This is an optimization exercise on Yosys and OpenROAD, whose aim is small area, a short achievable clock period and few clock cycles per item, not a production implementation.
RTL that was checked went through simulation tests only; none was proved equivalent to the original.
Power figures rest on the tool's default switching activity, not on a simulated workload.

==> flow/design.v (excerpt) <==
module word_tokenizer_fnv1a_hasher_top #(
  parameter int unsigned LENGTH_WIDTH = wtok_pkg::LENGTH_WIDTH_DEF
) (
  input  logic   clk,
  input  logic   rst,
  input  logic   byte_valid,
  output logic   byte_ready,
  input  wtok_pkg::byte_t  byte_data,
  output logic   token_valid,
  input  logic   token_ready,
  output wtok_pkg::token_t token_data
);
Size in the first run: about 66 flip-flops, about 65 I/O pins, ~0.0066 mm² of cells after synthesis.
make LEC_CHECK=0 CAP_MARGIN=20 CORE_MARGIN=2 CORE_UTILIZATION=40 SETUP_SLACK_MARGIN=1.0 SLEW_MARGIN=20 finish   # period 6.5 ns
run.sh (not shown) runs the stock make flow with config.mk's settings and CLKGATE_MAP_FILE= SYNTH_SCRIPT=/design/flow/synth_recipe.tcl, a recipe that flattens the netlist after the stock synthesis.
The starting point went through all stages and came out clean.
==> next run, changes <==
- ABC_CLOCK_PERIOD_IN_PS: default -> 4000
- SETUP_SLACK_MARGIN: 1.0 -> 1.5
Die area does not change.
Sequential share of layout area fell by 0.77 points.
Design area climbs by a few percent.
First-iteration DRC count stays the same.
Via count climbs slightly.
Setup slack improves by 0.31 ns.
Flip-flop and latch count stays the same.
Core utilization rises by 1.6 points.
Non-clock buffer count is higher by 4.
Cell count grows slightly.
==> next run, changes <==
- ABC_CLOCK_PERIOD_IN_PS: 4000 -> default
- SETUP_SLACK_MARGIN: 1.5 -> default
Outcome: Maximum frequency goes down by roughly a tenth. Critical path depth goes down by 1. Total power goes down by a few percent. Count of clock-buffer cells in the layout does not change. Register-to-register slack got worse by 0.57 ns. Die area is unchanged.
==> next run, changes <==
- SETUP_SLACK_MARGIN: default -> 2.5
After rerunning:
- The changed run produced a clean layout
- via count increases by a few percent
- total power went up by about a fifth
- sequential share of layout area falls by 3.1 points
- final cell count went up by a few percent
- sequential power barely changes
- cell area rose by about a fifth
==> next run, changes <==
- SETUP_SLACK_MARGIN: 2.5 -> 1.5
Hold slack stays flat.
Final area decreases by 9.3%.
Global-route usage goes down by 1.2 points.
Power fell by 15%.
Function was not checked in any run of this note: the RTL went through the layout flow alone.

---

Setup of tundra:
Another version of the RTL of word_tokenizer_fnv1a_hasher_top (not shown whole).
For scale: ~820 cells after synthesis, roughly 65 I/O pins, roughly 0.0065 sq mm of cells after synthesis.
Settings: LEC_CHECK=0, ABC_AREA=1, CAP_MARGIN=20, CORE_MARGIN=2, CORE_UTILIZATION=40, CTS_BUF_LIST=sky130_fd_sc_hd__clkbuf_8, CTS_CLUSTER_SIZE=20, PLACE_DENSITY=0.75, SETUP_SLACK_MARGIN=2.7, SLEW_MARGIN=20; clock period 6.5 ns.
standard.sh (not shown) runs the stock make flow with config.mk's settings and CLKGATE_MAP_FILE= SYNTH_SCRIPT=/design/flow/synth_recipe.tcl, a recipe that flattens the netlist after the stock synthesis.
==> flow/flow/run.sh <==
#!/bin/bash
# Layout flow: the standard flow, with two changes between its steps.
#  1. After the standard synthesis, flow/fapol.py re-chooses the polarity of
#     each full adder cell (a full adder is self-dual) to drop the inverters
#     that Yosys's adder extraction leaves between them, and turns an xor2
#     with one inverted input into an xnor2 (or back). Registers and all
#     other cells are untouched.
#  2. Ports are buffered with sky130_fd_sc_hd__buf_1 instead of the
#     flow's default buffer cell (every port still gets its own buffer).
# Each tool's output goes to a log file of its own in this folder.
set -euo pipefail
R=orfs/results/sky130hd/word_tokenizer_fnv1a_hasher_top/base
bash standard.sh synth > 1_standard_synth.log 2>&1
cp $R/1_2_yosys.v 1_2_yosys.standard.v
python3 flow/fapol.py 1_2_yosys.standard.v $R/1_2_yosys.v > 2_fapol.log 2>&1
touch $R/1_2_yosys.v
bash standard.sh BUFFER_PORTS_ARGS="-buffer_cell sky130_fd_sc_hd__buf_1" finish > 3_standard_finish.log 2>&1
Other scripts of this flow, unchanged in this note and not shown: flow/flow/fapol.py
Testbench counts of tundra, summed over its fixed seeds: cycles 24,016, bytes 24,000.
The inputs of sierra differ from those of tundra as listed below.
- SETUP_SLACK_MARGIN: 2.7 -> 3.2
- PLACE_DENSITY: 0.75 -> unset
Notes after the runs:
The slew at the pin closest to its max-slew limit in sierra was higher than what tundra gave. Changes observed in sierra relative to tundra: first-iteration DRC count down 82; total detailed-routing wirelength went up by about 9%; area added between synthesis and finish increased by 5.7 points relative to the old numbers; post-route total power up about 12%. Diff tundra and sierra: highest net fanout along the worst path higher in tundra. Clock power: lower on tundra.
> inputs changed (sierra -> pepper)
- setting PLACE_DENSITY to 0.8 for the first time
- changing SETUP_SLACK_MARGIN from 3.2 to 2.7
[summary]
Changes observed in pepper relative to sierra: part of the total power dissipated in combinational logic lost 1.4 points, all-layer global routing usage went down.
Changes observed in pepper relative to sierra: fmax now smaller; non-clock buffer instance count of the final layout down 23; final worst-path setup slack fell by 12 ps; met2 usage shows a reduction of 1.4 points.
sierra has higher power consumption than pepper.
Changes in xenon relative to pepper:
- ABC_AREA removed (was 1)
- CTS_CLUSTER_SIZE changed from 20 to 40
- CTS_CLUSTER_DIAMETER newly set to 150
- SETUP_SLACK_MARGIN changed from 2.7 to 2.5
- PLACE_DENSITY removed (was 0.8)
[summary]
xenon completed end to end with timing, DRC and antenna clean. Looking at cell row count, xenon sits below pepper. xenon ends up with a number of cells after detailed placement that is about 14% lower than in pepper. Against pepper as the reference, xenon delivers a higher share of the cycle needed by the critical path after routing. Post-synthesis instance area came out lower on xenon than on pepper. Changes observed in xenon relative to pepper: actual transition at the worst max-transition pin dropped 95 ps, number of global-route vias before repair -6.3%, sequential share of layout area moved up. xenon and pepper ended up with nearly the same final instance area. Inserted tap cell count, xenon and pepper: smaller value in xenon. Non-clock buffer count: xenon vs pepper up about 13%. The global-route wire length before repair in xenon sits about 2.4% above the value recorded for pepper.

## re-timing with driven ports
How much do the figures lean on ideal ports? The routed layouts below were timed once more, with nothing changed but the port constraints.
Step 1 sets driving cells, clkbuf_16 on the clock port and buf_2 on the other inputs (assumed; they add their load-dependent delay and slew).
Step 2, shift: input delay + t, output delay - t, t = (earliest + latest rising clock arrival at the registers) / 2. This alone moves slack from input paths to output paths.
Three values: ideal ports, drivers, drivers and shift; two values: the first two.
run	t (ns)	setup slack, ns	slew at the worst register clock pin (ns)	worst slew at a driven data input, ns
the first run of note 1	0.381	1.401 / 1.401 / 1.401	0.06 / 0.06	0.04
the second run of note 1	0.383	1.715 / 1.715 / 1.715	0.06 / 0.06	0.04
the third run of note 1	0.381	1.148 / 1.148 / 1.148	0.06 / 0.06	0.04
the fourth run of note 1	0.379	2.130 / 2.130 / 2.130	0.06 / 0.06	0.03
the fifth run of note 1	0.383	1.715 / 1.715 / 1.715	0.06 / 0.06	0.04
tundra	0.400	2.849 / 2.849 / 2.849	0.08 / 0.08	0.03
sierra	0.409	2.890 / 2.890 / 2.890	0.07 / 0.07	0.03
pepper	0.394	2.878 / 2.878 / 2.839	0.08 / 0.08	0.03
xenon	0.381	2.607 / 2.607 / 2.556	0.08 / 0.08	0.03
After both steps every run listed still meets setup and hold. For xenon, which loses most, drivers alone change the setup slack by 0.000 ns; drivers and shift together by -0.051 ns.
